This is an optimization exercise on Yosys and OpenROAD, whose aim is small area and a short achievable clock period, not a production implementation. RTL that was checked went through simulation tests only; none was proved equivalent to the original. For run 1, only the layout was checked, not whether the RTL still works. The clock port is modelled as an ideal driver; clocking choices that lean on that would not hold on a real chip. Power and IR drop assume default switching activity.

==> flow/design.v, too long to show whole: its modules and the start of the top module <==
// module neuron_mac: 732 lines
// module nm_fa: 6 lines
// module nm_maj: 3 lines
// module nm_x2: 3 lines
// module nm_ha: 4 lines
// module nm_add1: 3 lines
// module nm_add8c: 44 lines
module neuron_mac #(
    parameter int BITS       = 32,
    parameter int NUM_INPUTS = 3,
    parameter int W_BITS     = 16,
    parameter int B_BITS     = 32
) (
    input  logic                     clk,
    input  logic                     rst,
    input  logic                     start,
    input  logic                     in_valid,
    output logic                     in_ready,
    input  logic signed [BITS-1:0]   x_in,
    input  logic                     w_we,
    input  logic [7:0]               w_addr,
    input  logic signed [W_BITS-1:0] w_data,
    input  logic                     bias_we,
    input  logic signed [B_BITS-1:0] bias_data,
    output logic [BITS+24:0]         mult_sum_out,
    output logic [31:0]              counter,
    output logic                     out_valid
);
  // ...
==> flow/flow/run.sh <==
#!/bin/bash
# Own flow: the standard layout (standard.sh, with the standard synthesis unchanged), with
#  - every port still buffered by buffer_ports, with a plain buffer cell instead of the delay
#    buffer it picks by default.
# make's full output goes to make_finish.log; each ORFS step logs to orfs/logs/.
set -euo pipefail
MARGIN=7
TNS=10
BUFCELL=sky130_fd_sc_hd__buf_1
bash standard.sh SETUP_SLACK_MARGIN=$MARGIN TNS_END_PERCENT=$TNS \
  "BUFFER_PORTS_ARGS=-buffer_cell $BUFCELL" finish > make_finish.log 2>&1
==> flow/standard.sh <==
#!/bin/bash
# synth_recipe.tcl (not shown) runs the flow's synth.tcl, then flattens the netlist and writes it again
# the make line also repeats each setting of config.mk as NAME=value (left out here)
make -C /OpenROAD-flow-scripts/flow DESIGN_CONFIG=/design/flow/config.mk WORK_HOME=/design/flow/orfs CLKGATE_MAP_FILE= SYNTH_SCRIPT=/design/flow/synth_recipe.tcl "${@:-finish}"
==> flow/config.mk <==
export PLATFORM = sky130hd
export DESIGN_NAME = neuron_mac
export DESIGN_NICKNAME = neuron_mac
export VERILOG_FILES = /design/flow/design.v
export SDC_FILE = /design/flow/constraint.sdc
export NUM_CORES = 4
export LEC_CHECK = 0
export CAP_MARGIN = 20
export CORE_MARGIN = 2
export CORE_UTILIZATION = 45
export SLEW_MARGIN = 20
export SYNTH_HIERARCHICAL = 1
==> flow/constraint.sdc <==
create_clock -name core_clock -period 11.0 [get_ports {clk}]
set_input_delay 2.2000 -clock core_clock [delete_from_list [all_inputs] [get_ports {clk}]]
set_output_delay 2.2000 -clock core_clock [all_outputs]
set_load 0.01 [all_outputs]
==> flow_summary.json, run 1 <==
{
  "status": "timing/DRC/antenna clean",
  "clockBufferDepth": 3,
  "buffers": 305,
  "yosysUniqueCellTypes": 54,
  "numSequentialCells": 251,
  "switching_share_pct": 40.2,
  "yosys_register_bits": 251,
  "combPwrFrac_pct": 46.5,
  "yosys.area.top_type": "xor2_1",
  "hold_class": "flop to flop",
  "synth_area_leaders": "xor2_1 (20%), dfrtp_1 (15%), maj3_2 (11%)",
  "max_stage_delay_ns": 0.38,
  "sh_seq_area_pct": 21.2,
  "p_leak_nw": 13.9,
  "antenna_found_initial": 0,
  "rr_worst_depth": 17,
  "timing.slew.headroom_pct": 35.8,
  "min-delay-start": "bias_q[13]",
  "num_vias": 18400,
  "clock-root-buffer": "clkbuf_16",
  "synth.most_common_cell": "xor2_1",
  "wl_met3_um": 4660,
  "syn_area_sq_um": 23600,
  "use_met2_pct": 38.1,
  "routed_wl_um": 68200,
  "layout_commonest_cell": "xor2_1",
  "drc": 0,
  "async_flop_share_pct": 55.4,
  "synth_common_cells": "xor2_1 (550), xnor2_1 (257), a22oi_1 (248)",
  "hold-path-cell-count": 1,
  "holdBufCountCts": 0,
  "die_w_um": 233,
  "p_per_area_nw_per_um2": 162
}
==> module nm_fa, before the edit <==
module nm_fa (input logic a, input logic b, input logic c, output logic s, output logic co);
    logic t;
    nm_x2  u_x0 (.a(a), .b(b), .y(t));
    nm_x2  u_x1 (.a(t), .b(c), .y(s));
    nm_maj u_m (.a(a), .b(b), .c(c), .y(co));
endmodule
==> module nm_add8c, before the edit <==
module nm_add8c (input logic [7:0] a, input logic [7:0] b, output logic [7:0] s, output logic co);
    logic [7:0] g0, p0;
    nm_ha u_gp0 (.a(a[0]), .b(b[0]), .s(p0[0]), .co(g0[0]));
    nm_ha u_gp1 (.a(a[1]), .b(b[1]), .s(p0[1]), .co(g0[1]));
    nm_ha u_gp2 (.a(a[2]), .b(b[2]), .s(p0[2]), .co(g0[2]));
    nm_ha u_gp3 (.a(a[3]), .b(b[3]), .s(p0[3]), .co(g0[3]));
    nm_ha u_gp4 (.a(a[4]), .b(b[4]), .s(p0[4]), .co(g0[4]));
    nm_ha u_gp5 (.a(a[5]), .b(b[5]), .s(p0[5]), .co(g0[5]));
    nm_ha u_gp6 (.a(a[6]), .b(b[6]), .s(p0[6]), .co(g0[6]));
    nm_ha u_gp7 (.a(a[7]), .b(b[7]), .s(p0[7]), .co(g0[7]));
    wire g1_1 = g0[1] | (p0[1] & g0[0]);
    wire p1_1 = p0[1] & p0[0];
    wire g1_3 = g0[3] | (p0[3] & g0[2]);
    wire p1_3 = p0[3] & p0[2];
    wire g1_5 = g0[5] | (p0[5] & g0[4]);
    wire p1_5 = p0[5] & p0[4];
    wire g1_7 = g0[7] | (p0[7] & g0[6]);
    wire p1_7 = p0[7] & p0[6];
    wire g2_2 = g0[2] | (p0[2] & g1_1);
    wire p2_2 = p0[2] & p1_1;
    wire g2_3 = g1_3 | (p1_3 & g1_1);
    wire p2_3 = p1_3 & p1_1;
    wire g2_6 = g0[6] | (p0[6] & g1_5);
    wire p2_6 = p0[6] & p1_5;
    wire g2_7 = g1_7 | (p1_7 & g1_5);
    wire p2_7 = p1_7 & p1_5;
    wire g3_4 = g0[4] | (p0[4] & g2_3);
    wire p3_4 = p0[4] & p2_3;
    wire g3_5 = g1_5 | (p1_5 & g2_3);
    wire p3_5 = p1_5 & p2_3;
    wire g3_6 = g2_6 | (p2_6 & g2_3);
    wire p3_6 = p2_6 & p2_3;
    wire g3_7 = g2_7 | (p2_7 & g2_3);
    wire p3_7 = p2_7 & p2_3;
    assign s[0] = p0[0];
    nm_x2 u_s1 (.a(p0[1]), .b(g0[0]), .y(s[1]));
    nm_x2 u_s2 (.a(p0[2]), .b(g1_1), .y(s[2]));
    nm_x2 u_s3 (.a(p0[3]), .b(g2_2), .y(s[3]));
    nm_x2 u_s4 (.a(p0[4]), .b(g2_3), .y(s[4]));
    nm_x2 u_s5 (.a(p0[5]), .b(g3_4), .y(s[5]));
    nm_x2 u_s6 (.a(p0[6]), .b(g3_5), .y(s[6]));
    nm_x2 u_s7 (.a(p0[7]), .b(g3_6), .y(s[7]));
    assign co = g3_7;
endmodule
==> inputs of run 2 (changes only) <==
--- a/flow/design.v
+++ b/flow/design.v
@@ -23,17 +23,17 @@
     localparam logic [1:0] IDLE = 2'd0, ACC = 2'd1, BIAS = 2'd2, DONE = 2'd3;
     logic [1:0]    state_q, state_d;
     logic [1:0]    cnt_q;
     logic [15:0]   w0_q, w1_q, w2_q;
     logic [31:0]   bias_q, bias_d;
     logic [W-1:0]  sum_q, init;
     logic [W-1:0]  acc_s;           
     logic [5:0]   acc_cb, cb_d, sum_cb;  
-    logic [5:0]   ao;
+    logic [5:0]   ao_d, sum_ao;  
     logic [6:1]   cin;
     logic [W-1:0]  res;
     logic [W-1:0]  acc_d, tr_a, tr_b;
     logic [31:0]   x_q;
     logic [7:0]    neg_q, one_q, two_q;
     logic          act_q;
     logic [15:0]   wcur;
     logic [16:0]   wx;
@@ -646,44 +646,40 @@
         if (go) begin
             acc_s  <= init;
             acc_cb <= '0;
         end else begin
             acc_s  <= acc_d;
             acc_cb <= cb_d;
         end
     end
-    nm_add8c u_add0 (.a(tr_a[7:0]), .b(tr_b[7:0]), .s(acc_d[7:0]), .co(cb_d[0]));
-    nm_add8c u_add1 (.a(tr_a[15:8]), .b(tr_b[15:8]), .s(acc_d[15:8]), .co(cb_d[1]));
-    nm_add8c u_add2 (.a(tr_a[23:16]), .b(tr_b[23:16]), .s(acc_d[23:16]), .co(cb_d[2]));
-    nm_add8c u_add3 (.a(tr_a[31:24]), .b(tr_b[31:24]), .s(acc_d[31:24]), .co(cb_d[3]));
-    nm_add8c u_add4 (.a(tr_a[39:32]), .b(tr_b[39:32]), .s(acc_d[39:32]), .co(cb_d[4]));
-    nm_add8c u_add5 (.a(tr_a[47:40]), .b(tr_b[47:40]), .s(acc_d[47:40]), .co(cb_d[5]));
+    nm_add8c u_add0 (.a(tr_a[7:0]), .b(tr_b[7:0]), .s(acc_d[7:0]), .co(cb_d[0]), .ao(ao_d[0]));
+    nm_add8c u_add1 (.a(tr_a[15:8]), .b(tr_b[15:8]), .s(acc_d[15:8]), .co(cb_d[1]), .ao(ao_d[1]));
+    nm_add8c u_add2 (.a(tr_a[23:16]), .b(tr_b[23:16]), .s(acc_d[23:16]), .co(cb_d[2]), .ao(ao_d[2]));
+    nm_add8c u_add3 (.a(tr_a[31:24]), .b(tr_b[31:24]), .s(acc_d[31:24]), .co(cb_d[3]), .ao(ao_d[3]));
+    nm_add8c u_add4 (.a(tr_a[39:32]), .b(tr_b[39:32]), .s(acc_d[39:32]), .co(cb_d[4]), .ao(ao_d[4]));
+    nm_add8c u_add5 (.a(tr_a[47:40]), .b(tr_b[47:40]), .s(acc_d[47:40]), .co(cb_d[5]), .ao(ao_d[5]));
     nm_add1 u_add6 (.a(tr_a[48:48]), .b(tr_b[48:48]), .s(acc_d[48:48]));
     always_ff @(posedge clk or posedge rst) begin
         if (rst) begin
             sum_q  <= '0;
             sum_cb <= '0;
+            sum_ao <= '0;
         end else if (state_q == BIAS) begin
             sum_q  <= acc_d;
             sum_cb <= cb_d;
+            sum_ao <= ao_d;
         end
     end
-    assign ao[0] = &sum_q[7:0];
-    assign ao[1] = &sum_q[15:8];
-    assign ao[2] = &sum_q[23:16];
-    assign ao[3] = &sum_q[31:24];
-    assign ao[4] = &sum_q[39:32];
-    assign ao[5] = &sum_q[47:40];
     assign cin[1] = (sum_cb[0]);
-    assign cin[2] = (sum_cb[0] & ao[1]) | (sum_cb[1]);
-    assign cin[3] = (sum_cb[0] & ao[1] & ao[2]) | (sum_cb[1] & ao[2]) | (sum_cb[2]);
-    assign cin[4] = (sum_cb[0] & ao[1] & ao[2] & ao[3]) | (sum_cb[1] & ao[2] & ao[3]) | (sum_cb[2] & ao[3]) | (sum_cb[3]);
-    assign cin[5] = (sum_cb[0] & ao[1] & ao[2] & ao[3] & ao[4]) | (sum_cb[1] & ao[2] & ao[3] & ao[4]) | (sum_cb[2] & ao[3] & ao[4]) | (sum_cb[3] & ao[4]) | (sum_cb[4]);
-    assign cin[6] = (sum_cb[0] & ao[1] & ao[2] & ao[3] & ao[4] & ao[5]) | (sum_cb[1] & ao[2] & ao[3] & ao[4] & ao[5]) | (sum_cb[2] & ao[3] & ao[4] & ao[5]) | (sum_cb[3] & ao[4] & ao[5]) | (sum_cb[4] & ao[5]) | (sum_cb[5]);
+    assign cin[2] = (sum_cb[0] & sum_ao[1]) | (sum_cb[1]);
+    assign cin[3] = (sum_cb[0] & sum_ao[1] & sum_ao[2]) | (sum_cb[1] & sum_ao[2]) | (sum_cb[2]);
+    assign cin[4] = (sum_cb[0] & sum_ao[1] & sum_ao[2] & sum_ao[3]) | (sum_cb[1] & sum_ao[2] & sum_ao[3]) | (sum_cb[2] & sum_ao[3]) | (sum_cb[3]);
+    assign cin[5] = (sum_cb[0] & sum_ao[1] & sum_ao[2] & sum_ao[3] & sum_ao[4]) | (sum_cb[1] & sum_ao[2] & sum_ao[3] & sum_ao[4]) | (sum_cb[2] & sum_ao[3] & sum_ao[4]) | (sum_cb[3] & sum_ao[4]) | (sum_cb[4]);
+    assign cin[6] = (sum_cb[0] & sum_ao[1] & sum_ao[2] & sum_ao[3] & sum_ao[4] & sum_ao[5]) | (sum_cb[1] & sum_ao[2] & sum_ao[3] & sum_ao[4] & sum_ao[5]) | (sum_cb[2] & sum_ao[3] & sum_ao[4] & sum_ao[5]) | (sum_cb[3] & sum_ao[4] & sum_ao[5]) | (sum_cb[4] & sum_ao[5]) | (sum_cb[5]);
     assign res[0] = sum_q[0];
     assign res[1] = sum_q[1];
     assign res[2] = sum_q[2];
     assign res[3] = sum_q[3];
     assign res[4] = sum_q[4];
     assign res[5] = sum_q[5];
     assign res[6] = sum_q[6];
     assign res[7] = sum_q[7];
@@ -726,35 +722,30 @@
     nm_x2 u_r44 (.a(sum_q[44]), .b(cin[5] & (&sum_q[43:40])), .y(res[44]));
     nm_x2 u_r45 (.a(sum_q[45]), .b(cin[5] & (&sum_q[44:40])), .y(res[45]));
     nm_x2 u_r46 (.a(sum_q[46]), .b(cin[5] & (&sum_q[45:40])), .y(res[46]));
     nm_x2 u_r47 (.a(sum_q[47]), .b(cin[5] & (&sum_q[46:40])), .y(res[47]));
     nm_x2 u_r48 (.a(sum_q[48]), .b(cin[6]), .y(res[48]));
     assign mult_sum_out = {{(57-W){res[W-1]}}, res};
 endmodule
 module nm_fa (input logic a, input logic b, input logic c, output logic s, output logic co);
-    logic t;
-    nm_x2  u_x0 (.a(a), .b(b), .y(t));
-    nm_x2  u_x1 (.a(t), .b(c), .y(s));
-    nm_maj u_m (.a(a), .b(b), .c(c), .y(co));
-endmodule
-module nm_maj (input logic a, input logic b, input logic c, output logic y);
-    assign y = (a & b) | (a & c) | (b & c);
+    assign s  = a ^ b ^ c;
+    assign co = (a & b) | (a & c) | (b & c);
 endmodule
 module nm_x2 (input logic a, input logic b, output logic y);
     assign y = a ^ b;
 endmodule
 module nm_ha (input logic a, input logic b, output logic s, output logic co);
     assign s  = a ^ b;
     assign co = a & b;
 endmodule
 module nm_add1 (input logic [0:0] a, input logic [0:0] b, output logic [0:0] s);
     assign s = a ^ b;
 endmodule
-module nm_add8c (input logic [7:0] a, input logic [7:0] b, output logic [7:0] s, output logic co);
+module nm_add8c (input logic [7:0] a, input logic [7:0] b, output logic [7:0] s, output logic co, output logic ao);
     logic [7:0] g0, p0;
     nm_ha u_gp0 (.a(a[0]), .b(b[0]), .s(p0[0]), .co(g0[0]));
     nm_ha u_gp1 (.a(a[1]), .b(b[1]), .s(p0[1]), .co(g0[1]));
     nm_ha u_gp2 (.a(a[2]), .b(b[2]), .s(p0[2]), .co(g0[2]));
     nm_ha u_gp3 (.a(a[3]), .b(b[3]), .s(p0[3]), .co(g0[3]));
     nm_ha u_gp4 (.a(a[4]), .b(b[4]), .s(p0[4]), .co(g0[4]));
     nm_ha u_gp5 (.a(a[5]), .b(b[5]), .s(p0[5]), .co(g0[5]));
     nm_ha u_gp6 (.a(a[6]), .b(b[6]), .s(p0[6]), .co(g0[6]));
@@ -787,9 +778,10 @@
     nm_x2 u_s1 (.a(p0[1]), .b(g0[0]), .y(s[1]));
     nm_x2 u_s2 (.a(p0[2]), .b(g1_1), .y(s[2]));
     nm_x2 u_s3 (.a(p0[3]), .b(g2_2), .y(s[3]));
     nm_x2 u_s4 (.a(p0[4]), .b(g2_3), .y(s[4]));
     nm_x2 u_s5 (.a(p0[5]), .b(g3_4), .y(s[5]));
     nm_x2 u_s6 (.a(p0[6]), .b(g3_5), .y(s[6]));
     nm_x2 u_s7 (.a(p0[7]), .b(g3_6), .y(s[7]));
     assign co = g3_7;
+    assign ao = &p0;    
 endmodule
==> flow/flow/run.sh (replaced) <==
#!/bin/bash
# Own flow: the standard layout (standard.sh, with the standard synthesis unchanged), with
#  - every port still buffered by buffer_ports, with a plain buffer cell instead of the delay
#    buffer it picks by default;
#  - after CTS, flow/skew.tcl (POST_CTS_TCL hook) clocks the multiplier's launch registers from
#    buffers on the clock root, so their clock arrives earlier (skew for internal paths only).
# make's full output goes to make_finish.log; each ORFS step logs to orfs/logs/.
set -euo pipefail
MARGIN=7
TNS=10
BUFCELL=sky130_fd_sc_hd__buf_1
bash standard.sh SETUP_SLACK_MARGIN=$MARGIN TNS_END_PERCENT=$TNS \
  "BUFFER_PORTS_ARGS=-buffer_cell $BUFCELL" "POST_CTS_TCL=$PWD/flow/skew.tcl" \
  finish > make_finish.log 2>&1
==> flow/flow/skew.tcl (new file) <==
# POST_CTS hook: clock the registers that launch the multiplier stage (x_q and the Booth digit
# registers neg_q/one_q/two_q) from new clock buffers driven by the clock root buffer instead
# of the leaf buffers. Their clock then arrives earlier than the other registers' clocks.
# They launch only into the multiplier tree (internal register-to-register paths), so this
# skew helps those paths; the input paths into them lose the same amount.
set block [ord::get_db_block]
set db [ord::get_db]
set root [$block findInst clkbuf_0_clk]
if { $root == "NULL" } { error "skew.tcl: no clock root buffer clkbuf_0_clk" }
set rnet [[$root findITerm X] getNet]
set master [$db findMaster sky130_fd_sc_hd__clkbuf_16]
set sinks {}
foreach inst [$block getInsts] {
  if { [regexp {^(x_q|neg_q|one_q|two_q)\\?\[} [$inst getName]] || [regexp {^act_q} [$inst getName]] } {
    lappend sinks $inst
  }
}
puts "skew.tcl: [llength $sinks] early-clocked registers"
# split the sinks into four groups by quadrant (median x, then median y), one buffer each
proc median { vals } {
  set s [lsort -integer $vals]
  return [lindex $s [expr {[llength $s] / 2}]]
}
set xs {}
foreach s $sinks { lappend xs [lindex [$s getLocation] 0] }
set mx [median $xs]
set halves [list {} {}]
foreach s $sinks {
  set h [expr {[lindex [$s getLocation] 0] < $mx ? 0 : 1}]
  lset halves $h [concat [lindex $halves $h] [list $s]]
}
set groups {}
foreach half $halves {
  if { [llength $half] == 0 } { continue }
  set ys {}
  foreach s $half { lappend ys [lindex [$s getLocation] 1] }
  set my [median $ys]
  set lo {}; set hi {}
  foreach s $half {
    if { [lindex [$s getLocation] 1] < $my } { lappend lo $s } else { lappend hi $s }
  }
  lappend groups $lo $hi
}
set k 0
foreach grp $groups {
  if { [llength $grp] == 0 } { continue }
  set sx 0; set sy 0
  foreach s $grp { set loc [$s getLocation]; incr sx [lindex $loc 0]; incr sy [lindex $loc 1] }
  set cx [expr {$sx / [llength $grp]}]; set cy [expr {$sy / [llength $grp]}]
  set buf [odb::dbInst_create $block $master "clkbuf_early_$k"]
  set net [odb::dbNet_create $block "clk_early_$k"]
  $net setSigType CLOCK
  [$buf findITerm A] connect $rnet
  [$buf findITerm X] connect $net
  $buf setLocation $cx $cy
  $buf setPlacementStatus PLACED
  foreach s $grp {
    set it [$s findITerm CLK]
    $it disconnect
    $it connect $net
  }
  incr k
}
set_placement_padding -global -left $::env(CELL_PAD_IN_SITES_DETAIL_PLACEMENT) -right $::env(CELL_PAD_IN_SITES_DETAIL_PLACEMENT)
detailed_placement
check_placement -verbose
estimate_parasitics -placement
report_clock_skew
report_worst_slack -max
==> run 2 against run 1 <==
  * Still clean on timing, DRC and antenna
  * Worst setup slack improved by 0.18 ns
  * Via count fell by 17%
  * Utilization fell by 3.5 points
  * Clock power rose by 9.7%
  * Combinational power fell by 14%
  * First-iteration DRC count fell by 14%
  * Sequential power barely moved
  * Final cell count fell by 19%
  * Sequential cell count rose by 5
  * Synthesized cell count fell by 19%
  * Clock skew rose by 0.28 ns
  * Largest cell class unchanged
==> flow_summary.json, run 2 <==
{
  "status": "timing/DRC/antenna clean",
  "grt.total_usage_pct": 24.2,
  "final_cells": 2657,
  "critPathLaunchType": "flop",
  "required_ns": 8.80,
  "chipHeight_um": 223,
  "wl_per_cell_um": 22.1,
  "hpwl_um": 38600,
  "postSynthCellCount": 1983,
  "total_power_mw": 4.33,
  "ys_warn_count": 7,
  "drc": 0,
  "setup_slack_ns": 6.39,
  "min-delay-start": "bias_q[25]",
  "cp_max_fo": 5,
  "hold_class": "flop to flop",
  "reg2reg_to": "sum_q[21]",
  "cp-startpoint": "sum_ao[1]",
  "grt_pass1_wl_um": 93900,
  "routabilityCongestion": 0.823,
  "max_cap_viol_count": 0,
  "place_ws_ns": 6.02,
  "die_w_um": 223,
  "antenna_found_initial": 0,
  "grt_pass1_vias": 16500,
  "rr_worst_depth": 16,
  "p_leak_nw": 10.8,
  "coreArea_sq_um": 47500,
  "finalSetupViolCount": 0,
  "ir_drop_mv": 0.122,
  "hold_violations": 0,
  "p_per_area_nw_per_um2": 181,
  "finalCritPeriodShare_pct": 41.9,
  "finClkSkew_ns": 0.315,
  "layout_commonest_cell": "xnor2_1",
  "layout_common_cells": "xnor2_1 (256), a22oi_1 (246), fa_1 (226), dfrtp_1 (144)",
  "grt_overflow_total": 0,
  "clk_pin_slew_ns": 0.06,
  "drtPass1Iterations": 7,
  "hold_end": "bias_q[25]",
  "postRouteAntennaNets": 0,
  "timing.hold.ws_ns": 0.491,
  "worst_pin_slew_ns": 0.990,
  "period_minus_slack_ns": 4.61,
  "drt_iter0_drc": 1156,
  "r2r_slack_ns": 6.60,
  "rsz0062_at_grt": "yes",
  "cts.sinks": 256,
  "arrival_ns": 2.41,
  "num_vias": 15200,
  "area_delta_synth_final_pct": 10.7,
  "io_buffers": 154,
  "rows": 80,
  "io-pin-count": 185,
  "top_regs": "acc_s: 49 flops, sum_q: 49 flops",
  "die_area_sq_um": 49700,
  "routed_via_density": 5.72,
  "critPathKind": "flop to output port",
  "slew_viol_final": 0,
  "grt_max_degree": 64,
  "avgSynthCellArea_sq_um": 10.9,
  "setup_tns_ns": 0,
  "fin_nets": 2438,
  "clk_latency_ns": 0.66,
  "end_kind": "output port",
  "hold-path-cell-count": 1,
  "timing.slew.headroom_pct": 33.9,
  "routed_wl_um": 58600,
  "max_freq_mhz": 217,
  "syn_area_sq_um": 21600,
  "placed_cells": 2574,
  "start_util_pct": 45.4,
  "cts_tree": "built",
  "drive_gt1_share_pct": 17.7,
  "timing.rr.start": "one_q[0]"
}
-- run 2: cell types whose count changed in the layout (fill, tap and decap cells not counted), sizes merged, moves of 9 or more --
| cell | before | now |
|---|---|---|
| mux2 | 131 | 140 |
| inv | 23 | 49 |
| xor2 | 550 | 93 |
| maj3 | 229 | 0 |
| fa | 0 | 229 |
| buf | 293 | 198 |
| a211oi | 12 | 0 |
| nor2 | 21 | 9 |
| a21o | 30 | 21 |
| or3 | 18 | 6 |
-- run 2: where the power goes --
| part | switching (mW) | total (mW) | leakage [nW] | internal [mW] |
|---|---|---|---|---|
| Combinational | 0.996 | 1.79 | 7.48 | 0.791 |
| Clock | 0.460 | 1.13 | 0.553 | 0.672 |
| Sequential | 0.213 | 1.41 | 2.80 | 1.20 |
| Total | 1.67 | 4.33 | 10.8 | 2.66 |
-- run 2: per-stage QoR --
| step | utilization (%) | instance area [sq um] |
|---|---|---|
| final | 50.2 | 23900 |
| after global routing | 50.2 | 23900 |
| after detailed placement | 46.7 | 22200 |
| after global placement | 46.7 | 22200 |
| after floorplan | - | 21800 |
-- run 2: critical path, stage by stage, from the launching register on --
cell and delay, ns:
dfrtp_1 0.39, a21o_4 0.24, a21oi_4 0.17, buf_12 0.17, o21a_4 0.18, inv_4 0.05, a21o_4 0.23, xor2_4 0.17
buf_2 0.16
-- run 2: per-layer routing --
metal	wire [um]	track usage (%)	vias up	part of all wire, %
met5	0	0	-	0
met4	2180	9.59	0	3.7
met3	4260	5.03	134	7.3
met2	27500	39.4	632	47
met1	24700	31.5	7689	42
li1	-	-	6740	-
-- run 2: how the worst max path moves through the flow --
stage                       endpoint
finish              mult_sum_out[54]
global route        mult_sum_out[36]
detailed placement         sum_q[37]
global placement    mult_sum_out[36]
floorplan                  sum_q[22]
-- run 2: cell type report, without the clock buffers --
class	count	area, sq um
Antenna cell	1	2.50
Buffer	4	100
Clock inverter	12	135
Fill cell	4289	23700
Inverter	47	190
Multi-Input combinational cell	1479	14800
Sequential cell	256	5930
Tap cell	615	769
Timing Repair Buffer	201	1070

re-timing with driven ports:
The flow's constraints put no driver on any port. The routed layouts listed below were extracted and timed again, unchanged, in two steps. Step 1 assumes that a clkbuf_16 drives the clock port and a buf_2 every other input. Step 2, shift: input delay + t, output delay - t, t = (earliest + latest rising clock arrival at the registers) / 2. This alone moves slack from input paths to output paths. a / b / c = no drivers / after step 1 / after step 2; a / b = the first two.
run	t (ns)	slack for setup (ns)	latest minus earliest clock arrival (ns)	cell pins on the clock port's net
run 1	0.655	6.211 / 6.155 / 6.741	0.030 / 0.031	1
run 2	0.560	6.391 / 6.334 / 6.575	0.315 / 0.315	1
In run 2 the clock reaches the registers at very different times; t lies between them, and the last value is a rough guide only.
